What follows belongs to an exercise in optimizing a design on an open flow for small area; a production flow would make more cautious choices.
The RTL was checked by simulation tests, not by an equivalence proof against the original design.
No activity file was given, so power comes from the tool's default toggle rates.

==> design/flow/run.sh <==
#!/bin/bash
# synth_recipe.tcl (not shown) runs the flow's synth.tcl, then flattens the netlist and writes it again
# the make line also repeats each setting of config.mk as NAME=value (left out here)
make -C /OpenROAD-flow-scripts/flow DESIGN_CONFIG=/design/flow/config.mk WORK_HOME=/design/flow/orfs CLKGATE_MAP_FILE= SYNTH_SCRIPT=/design/flow/synth_recipe.tcl finish
==> design/flow/constraint.sdc <==
create_clock -name core_clock -period 10.0 [get_ports {Clk}]
set_input_delay 2.0000 -clock core_clock [delete_from_list [all_inputs] [get_ports {Clk}]]
set_output_delay 2.0000 -clock core_clock [all_outputs]
set_load 0.01 [all_outputs]
==> design/flow/design.v <==
package note_pkg;
  localparam int NUM_LANES_DEF  = 5;
  localparam int DEPTH_DEF      = 8;
  localparam int SPEED_DEF      = 4;
  localparam int HIT_Y_DEF      = 440;
  localparam int HIT_WIN_DEF    = 12;
  localparam int NOTE_H_DEF     = 16;
  localparam int NOTE_W_DEF     = 48;
  localparam int LANE_X0_DEF    = 120;
  localparam int LANE_PITCH_DEF = 80;
  localparam logic [15:0] HIT_BASE = 16'd10;
  localparam int LANE_IDX_W = $clog2(NUM_LANES_DEF);
  typedef logic [LANE_IDX_W-1:0] lane_idx_t;
  function automatic logic [15:0] sat_add16(input logic [15:0] a, input logic [15:0] b);
    logic [16:0] sum;
    sum = {1'b0, a} + {1'b0, b};
    sat_add16 = sum[16] ? 16'hFFFF : sum[15:0];
  endfunction
  function automatic logic [7:0] sat_inc8(input logic [7:0] a);
    sat_inc8 = (a == 8'hFF) ? 8'hFF : a + 8'd1;
  endfunction
endpackage
module note_lane
#(
  parameter int DEPTH   = note_pkg::DEPTH_DEF,
  parameter int SPEED   = note_pkg::SPEED_DEF,
  parameter int HIT_Y   = note_pkg::HIT_Y_DEF,
  parameter int HIT_WIN = note_pkg::HIT_WIN_DEF,
  parameter int NOTE_H  = note_pkg::NOTE_H_DEF,
  parameter int NOTE_W  = note_pkg::NOTE_W_DEF,
  parameter int LANE_X  = note_pkg::LANE_X0_DEF
) (
  input  logic       Clk,
  input  logic       Reset_n,
  input  logic       tick,
  input  logic       spawn,
  input  logic       pop_hit,
  input  logic [9:0] DrawX,
  input  logic [9:0] DrawY,
  output logic       full,
  output logic       in_win,
  output logic       miss_det,
  output logic       is_note
);
  localparam int PW = $clog2(DEPTH);
  localparam int CW = PW + 1;
  localparam logic [11:0] WIN_HI = 12'(HIT_Y + HIT_WIN);
  localparam logic [11:0] X_LO   = 12'(LANE_X);
  localparam logic [11:0] X_HI   = 12'(LANE_X + NOTE_W);
  logic [9:0]       y_r [DEPTH];
  logic [PW-1:0]    head_r;
  logic [PW-1:0]    tail_r;
  logic [CW-1:0]    count_r;
  logic [DEPTH-1:0] live_s;
  logic [11:0]      head_y_s;
  logic             push_s;
  logic             pop_s;
  logic             x_ok_s;
  always_comb begin
    for (int j = 0; j < DEPTH; j++) begin
      live_s[j] = ({1'b0, PW'(PW'(j) - head_r)} < count_r);
    end
  end
  always_comb begin
    head_y_s = {2'b00, y_r[head_r]};
    full     = (count_r == CW'(DEPTH));
    miss_det = (count_r != {CW{1'b0}}) && (head_y_s > WIN_HI);
    in_win   = (count_r != {CW{1'b0}}) &&
               ((head_y_s + 12'(HIT_WIN)) >= 12'(HIT_Y)) && (head_y_s <= WIN_HI);
    push_s   = spawn && !full;
    pop_s    = (pop_hit && in_win) || miss_det;
  end
  always_ff @(posedge Clk or negedge Reset_n) begin
    if (!Reset_n) begin
      head_r  <= {PW{1'b0}};
      tail_r  <= {PW{1'b0}};
      count_r <= {CW{1'b0}};
      for (int j = 0; j < DEPTH; j++) begin
        y_r[j] <= 10'd0;
      end
    end else begin
      if (push_s) begin
        tail_r <= tail_r + PW'(1);
      end
      if (pop_s) begin
        head_r <= head_r + PW'(1);
      end
      if (push_s && !pop_s) begin
        count_r <= count_r + CW'(1);
      end else if (pop_s && !push_s) begin
        count_r <= count_r - CW'(1);
      end
      for (int j = 0; j < DEPTH; j++) begin
        if (push_s && (PW'(j) == tail_r)) begin
          y_r[j] <= 10'd0;
        end else if (tick && live_s[j]) begin
          y_r[j] <= y_r[j] + 10'(SPEED);
        end
      end
    end
  end
  always_comb begin
    x_ok_s  = ({2'b00, DrawX} >= X_LO) && ({2'b00, DrawX} < X_HI);
    is_note = 1'b0;
    for (int j = 0; j < DEPTH; j++) begin
      is_note = is_note | (x_ok_s && live_s[j] &&
                           ({2'b00, DrawY} >= {2'b00, y_r[j]}) &&
                           ({2'b00, DrawY} < ({2'b00, y_r[j]} + 12'(NOTE_H))));
    end
  end
endmodule
module note_lane_engine
#(
  parameter int NUM_LANES  = note_pkg::NUM_LANES_DEF,
  parameter int DEPTH      = note_pkg::DEPTH_DEF,
  parameter int SPEED      = note_pkg::SPEED_DEF,
  parameter int HIT_Y      = note_pkg::HIT_Y_DEF,
  parameter int HIT_WIN    = note_pkg::HIT_WIN_DEF,
  parameter int NOTE_H     = note_pkg::NOTE_H_DEF,
  parameter int NOTE_W     = note_pkg::NOTE_W_DEF,
  parameter int LANE_X0    = note_pkg::LANE_X0_DEF,
  parameter int LANE_PITCH = note_pkg::LANE_PITCH_DEF
) (
  input  logic                         Clk,
  input  logic                         Reset_n,
  input  logic                         frame_clk,
  input  logic                         spawn_valid,
  input  logic [$clog2(NUM_LANES)-1:0] spawn_lane,
  output logic                         spawn_ready,
  input  logic [NUM_LANES-1:0]         lane_press,
  input  logic [9:0]                   DrawX,
  input  logic [9:0]                   DrawY,
  output logic [NUM_LANES-1:0]         is_note,
  output logic [NUM_LANES-1:0]         hit_pulse,
  output logic [NUM_LANES-1:0]         miss_pulse,
  output logic [15:0]                  score,
  output logic [7:0]                   combo
);
  logic [1:0]           frame_sync_r;
  logic                 frame_prev_r;
  logic [NUM_LANES-1:0] press_d_r;
  logic [NUM_LANES-1:0] press_prev_r;
  logic [NUM_LANES-1:0] pending_r;
  logic [NUM_LANES-1:0] hit_pulse_r;
  logic [NUM_LANES-1:0] miss_pulse_r;
  logic [15:0]          score_r;
  logic [7:0]           combo_r;
  logic                 tick_s;
  logic [NUM_LANES-1:0] rise_s;
  logic [NUM_LANES-1:0] grant_s;
  logic [NUM_LANES-1:0] hit_s;
  logic                 ghost_s;
  logic                 found_s;
  logic [NUM_LANES-1:0] spawn_en_s;
  logic [NUM_LANES-1:0] full_s;
  logic [NUM_LANES-1:0] in_win_s;
  logic [NUM_LANES-1:0] miss_s;
  logic [15:0]          score_nxt_s;
  logic [7:0]           combo_nxt_s;
  logic                 sel_s;
  always_comb begin
    tick_s  = frame_sync_r[1] & ~frame_prev_r;
    rise_s  = press_d_r & ~press_prev_r;
    found_s = 1'b0;
    for (int i = 0; i < NUM_LANES; i++) begin
      grant_s[i] = pending_r[i] & ~found_s;
      found_s    = found_s | pending_r[i];
    end
    hit_s   = grant_s & in_win_s;
    ghost_s = (grant_s != {NUM_LANES{1'b0}}) && (hit_s == {NUM_LANES{1'b0}});
    spawn_ready = 1'b0;
    sel_s       = 1'b0;
    for (int i = 0; i < NUM_LANES; i++) begin
      sel_s         = (int'(spawn_lane) == i);
      spawn_ready   = spawn_ready | (sel_s & ~full_s[i]);
      spawn_en_s[i] = spawn_valid & sel_s & ~full_s[i];
    end
  end
  always_comb begin
    score_nxt_s = score_r;
    combo_nxt_s = combo_r;
    if (hit_s != {NUM_LANES{1'b0}}) begin
      score_nxt_s = note_pkg::sat_add16(score_r, note_pkg::HIT_BASE + {8'd0, combo_r});
      combo_nxt_s = note_pkg::sat_inc8(combo_r);
    end else begin
      combo_nxt_s = combo_r;
    end
    if (ghost_s || (miss_s != {NUM_LANES{1'b0}})) begin
      combo_nxt_s = 8'd0;
    end else begin
      combo_nxt_s = combo_nxt_s;
    end
  end
  always_ff @(posedge Clk or negedge Reset_n) begin
    if (!Reset_n) begin
      frame_sync_r <= 2'b00;
      frame_prev_r <= 1'b0;
      press_d_r    <= {NUM_LANES{1'b0}};
      press_prev_r <= {NUM_LANES{1'b0}};
      pending_r    <= {NUM_LANES{1'b0}};
      hit_pulse_r  <= {NUM_LANES{1'b0}};
      miss_pulse_r <= {NUM_LANES{1'b0}};
      score_r      <= 16'd0;
      combo_r      <= 8'd0;
    end else begin
      frame_sync_r <= {frame_sync_r[0], frame_clk};
      frame_prev_r <= frame_sync_r[1];
      press_d_r    <= lane_press;
      press_prev_r <= press_d_r;
      pending_r    <= (pending_r & ~grant_s) | rise_s;
      hit_pulse_r  <= hit_s;
      miss_pulse_r <= miss_s;
      score_r      <= score_nxt_s;
      combo_r      <= combo_nxt_s;
    end
  end
  assign hit_pulse  = hit_pulse_r;
  assign miss_pulse = miss_pulse_r;
  assign score      = score_r;
  assign combo      = combo_r;
  for (genvar gi = 0; gi < NUM_LANES; gi++) begin : g_lane
    note_lane #(
      .DEPTH   (DEPTH),
      .SPEED   (SPEED),
      .HIT_Y   (HIT_Y),
      .HIT_WIN (HIT_WIN),
      .NOTE_H  (NOTE_H),
      .NOTE_W  (NOTE_W),
      .LANE_X  (LANE_X0 + gi * LANE_PITCH)
    ) u_lane (
      .Clk      (Clk),
      .Reset_n  (Reset_n),
      .tick     (tick_s),
      .spawn    (spawn_en_s[gi]),
      .pop_hit  (hit_s[gi]),
      .DrawX    (DrawX),
      .DrawY    (DrawY),
      .full     (full_s[gi]),
      .in_win   (in_win_s[gi]),
      .miss_det (miss_s[gi]),
      .is_note  (is_note[gi])
    );
  end
endmodule
==> design/flow/config.mk <==
export PLATFORM = sky130hd
export DESIGN_NAME = note_lane_engine
export DESIGN_NICKNAME = note_lane_engine
export VERILOG_FILES = /design/flow/design.v
export SDC_FILE = /design/flow/constraint.sdc
export NUM_CORES = 4
export LEC_CHECK = 0
export CAP_MARGIN = 20
export CORE_MARGIN = 2
export CORE_UTILIZATION = 40
export SLEW_MARGIN = 20
==> impl_metrics.csv <==
group,metric,value,unit
status,status,"finished clean",
die,die_h,324,microns
logic_synthesis,synth-xor-area-share,0.0889,
power_and_ir_drop,irDropWorstVdd,0.186,mV
power_and_ir_drop,sw_frac_of_total,0.482,
setup_path,worstPathRequired,8.00,ns
sta,fmax,0.128,GHz
global_route,grt_antenna_before_repair,6,
logic_synthesis,synthesis.area,41100,sq um
placed_design,dp_hpwl,82000,microns
cts,tritoncts.num_buffers,54,
logic_synthesis,synth_top_family_by_area,"adder cells",
logic_synthesis,muxShareOfSynthArea,0.0258,
cts,postCtsSetupBuffers,0,
finish,nFillCells,9989,
routing,via_per_inst,5.43,
min_path,worstHoldStart,"frame_sync_r[0]",
sta,period_share,0.782,
logic_synthesis,yosysMostFrequentCell,"ha_1",
logic_synthesis,syn_avg_cell_area,8.79,sq um
setup_path,critical_path_arrival,5.82,ns
setup_path,path_cells,"buf_4, buf_4, ha_1, o21ai_0, a21boi_0, o21a_1, o21ai_0, nand2b_1, a21o_1, a21o_1, a21oi_1, o32ai_1, or4_1, clkdlybuf4s50_1",
logic_synthesis,yosysTopAreaCellShare,0.257,
setup_path,r2r_cells,22,
setup_path,reg2reg_slack,3.52,ns
die,die-area,105000,sq um
cts,cts_tree,"built",
sta,tns,0,ns
cts,worstSkewPairLatency,0.65,ns
power_and_ir_drop,combPwrFrac,0.618,
sta,worst_pin_slew,1.12,ns
global_route,grt_util_met1,0.295,
cts,cts_buffer_depth,3,
power_and_ir_drop,p_switching,0.00765,W
global_route,grt_usage,0.209,
sta,period_minus_slack,7.82,ns
routing,dr.first_iter.drc_count,2044,
run,cap_violations,0,
placed_design,dp_slack,2.08,ns
cts,htree_levels,2,
setup_path,end_kind,"output pin",
routing,antenna_left,0,
logic_synthesis,synth_compound_area_frac,0.168,
setup_path,critPathMaxFanout,32,
sta,rsz0062_at_grt,"no",
logic_synthesis,yosys_warnings,11,
cts,cts_root_buf,"clkbuf_16",
sta,slew_headroom,0.249,
min_path,min_to,"frame_sync_r[1]",
routing,via_count,33202,
sta,slew_violations,0,
routing,route.detailed.drc,0,
setup_path,critPathSlowestCell,"or4_1",
finish,syn_to_final_growth,9.86,%
global_route,grt-ovfl-total,0,
placed_design,gp_congestion,0.910,
logic_synthesis,synthSimpleGateAreaFrac,0.145,
global_route,busiest_layer,"met2",
setup_path,cp-start-kind,"primary input",
die,die_w,324,microns
routing,finalWirelength,111000,microns
logic_synthesis,syn_nets,5542,
sta,setup_viol,0,
cts,cts_resized,0,
logic_synthesis,synth_fa_ha_area_frac,0.256,
logic_synthesis,ys_top_cells_by_area,"dfrtp_1, ha_1, xnor2_1",
setup_path,rr_startpoint,"g_lane[3].u_lane.head_r[0]",
die,start_util,0.404,
setup_path,slowest_delay,0.62,ns
routing,drt_pass1_iterations,6,
die,core,102000,sq um
logic_synthesis,yosysSeqAreaShare,0.257,
die,rows,117,
setup_path,rr_endpoint,"g_lane[3].u_lane.count_r[3]",
logic_synthesis,synth.distinct_cells,87,
sta,setup_ws,2.18,ns
power_and_ir_drop,p_clk_frac,0.135,
finish,drive_gt1_frac,0.0436,
placed_design,io_buffers,66,
power_and_ir_drop,internal_power,0.00824,W
logic_synthesis,yosysTopAreaCell,"dfrtp_1",
global_route,grt_start_max_net_pins,120,
min_path,hold_path_class,"flop to flop",
logic_synthesis,async_flop_share,1.00,
min_path,hold_depth,0,
power_and_ir_drop,power_density,352,nW/um^2
logic_synthesis,synth_edf_count,0,
cts,cts_sinks,422,
global_route,grt_pass1_vias,32716,
routing,wire_per_inst,18.1,microns
logic_synthesis,synth-seq-cells,422,
global_route,grt_pass1_wl,180000,microns
global_route,grt_util_met2,0.333,
logic_synthesis,synth_top_flop_cell,"dfrtp_1",
finish,nets,5574,
sta,finClkSkew,0.0349,ns
die,pin_count,72,
power_and_ir_drop,p_leak,21.2,nW
cts,ctsHoldBuffers,0,
cts,clk_pin_slew_worst_paths,0.06,ns
sta,hold_viol,0,
global_route,grt_use_met3,0.0338,
power_and_ir_drop,p_seq_frac,0.247,
setup_path,critical_path_class,"primary input to output pin",
logic_synthesis,syn_inst,4674,
logic_synthesis,synth_common_cells,"ha_1, inv_1, nor2_1",
-- per-layer routing --
metal / wire [microns] / vias up
li1: - / 16529
met1: 53900 / 15940
met2: 48900 / 600
met3: 5480 / 133
met4: 2260 / 0
met5: 0 / -
-- power groups by stage --
stage | combinational, W | sequential, W | clock [W]
floorplan | 0.00771 | 0.00338 | 0
CTS | 0.00983 | 0.00390 | 0.00220
global placement | 0.00948 | 0.00391 | 0
finish | 0.00981 | 0.00393 | 0.00215
global route | 0.0113 | 0.00408 | 0.00227
detailed placement | 0.00973 | 0.00393 | 0
-- kinds of logic (layout without fill, tap and decap cells) --
logic type,after synthesis,count (layout)
mux,100,100
other cells,0,3
compound gates,1045,1045
simple gates,1229,1229
buf+inv,624,699
fa+ha+maj,837,837
flops,422,422
xor+xnor,417,417
-- registers in the layout, summed over array words and instances (netlist names), 8 cells and up --
| name | flops |
|---|---|
| g_lane.u_lane.y_r | 320 |
| g_lane.u_lane.count_r | 20 |
| score_r | 16 |
| g_lane.u_lane.head_r | 15 |
| g_lane.u_lane.tail_r | 15 |
| combo_r | 8 |
-- cells in the final DEF, fill, tap and decap left out, drive strengths merged, types with 34 or more instances in the layout --
master	count
mux2	48
dfrtp	422
nand3	209
a21oi	287
nand4	42
clkdlybuf4s50	57
or3	94
o21ai	222
and3	48
ha	830
o21a	142
a21o	92
nor3	83
xnor2	410
inv	511
mux2i	52
nand2	158
a22oi	40
clkbuf	77
buf	34
nand2b	62
nor2	429
-- critical path, delay by kind of cell --
family | cells | cell delay [ns]
AO/OA/AOI/OAI | 8 | 1.30
adder cells (fa/ha/maj) | 1 | 0.27
buffers and inverters | 3 | 1.53
AND/OR/NAND/NOR | 2 | 0.71
-- metrics by stage --
stage | power, W | cells | instance area (sq um) | util | hold slack, ns
2_1_floorplan | 0.0111 | 4674 | 41100 | - | 0.331
3_3_place_gp | 0.0134 | 6018 | 43200 | 0.424 | 0.333
3_5_place_dp | 0.0137 | 6018 | 43200 | 0.424 | 0.342
4_1_cts | 0.0159 | 6117 | 45100 | 0.443 | 0.355
5_1_grt | 0.0177 | 6117 | 45100 | 0.443 | 0.365
6_report | 0.0159 | 6120 | 45100 | 0.444 | 0.352
-- cell type report --
type	instances	area, sq um	area share
sequential	422	10600	0.234
multi-input combinational	3628	28100	0.623
tap	1368	1710	0.0379
clock buffer	77	1550	0.0343
antenna	3	7.51	0.000166
inverter	509	1910	0.0423
timing repair buffer	91	900	0.0199
clock inverter	22	388	0.00860
-- how the worst max path moves through the flow --
stage          startpoint         end  slack [ns]  depth (start not counted)
6_report         DrawY[2]  is_note[1]        2.18                         14
3_3_place_gp     DrawY[2]  is_note[1]        2.10                         14
4_1_cts          DrawY[2]  is_note[1]        2.08                         14
5_1_grt          DrawY[2]  is_note[1]        1.86                         14
2_1_floorplan    DrawY[2]  is_note[3]        3.92                         12
3_5_place_dp     DrawY[2]  is_note[1]        2.08                         14

==> static timing again, ports no longer ideal <==
Ports are ideal in the flow. The routed layout listed here was re-timed in OpenROAD. Step 1 assumes that a clkbuf_16 drives the clock port and a buf_2 every other input. Step 2 adds t to the input delays and takes it off the output delays; t is the mean of the earliest and latest rising clock arrival at the registers after step 1. Input paths then give back, and output paths get back, about the clock's delay inside the block. Slacks: ideal ports / drivers / drivers and shift; pairs: ideal ports / drivers.
shift t [ns]: 0.696
setup WS [ns]: 2.179 / 2.155 / 2.155
hold WS [ns]: 0.352 / 0.352 / 0.352
clock arrival spread, ns: 0.035 / 0.035
worst slew at a driven data input, ns: 0.06
After both steps setup and hold are still met in this run. The setup slack of this run moves by -0.024 ns with the drivers and by -0.024 ns with both steps.
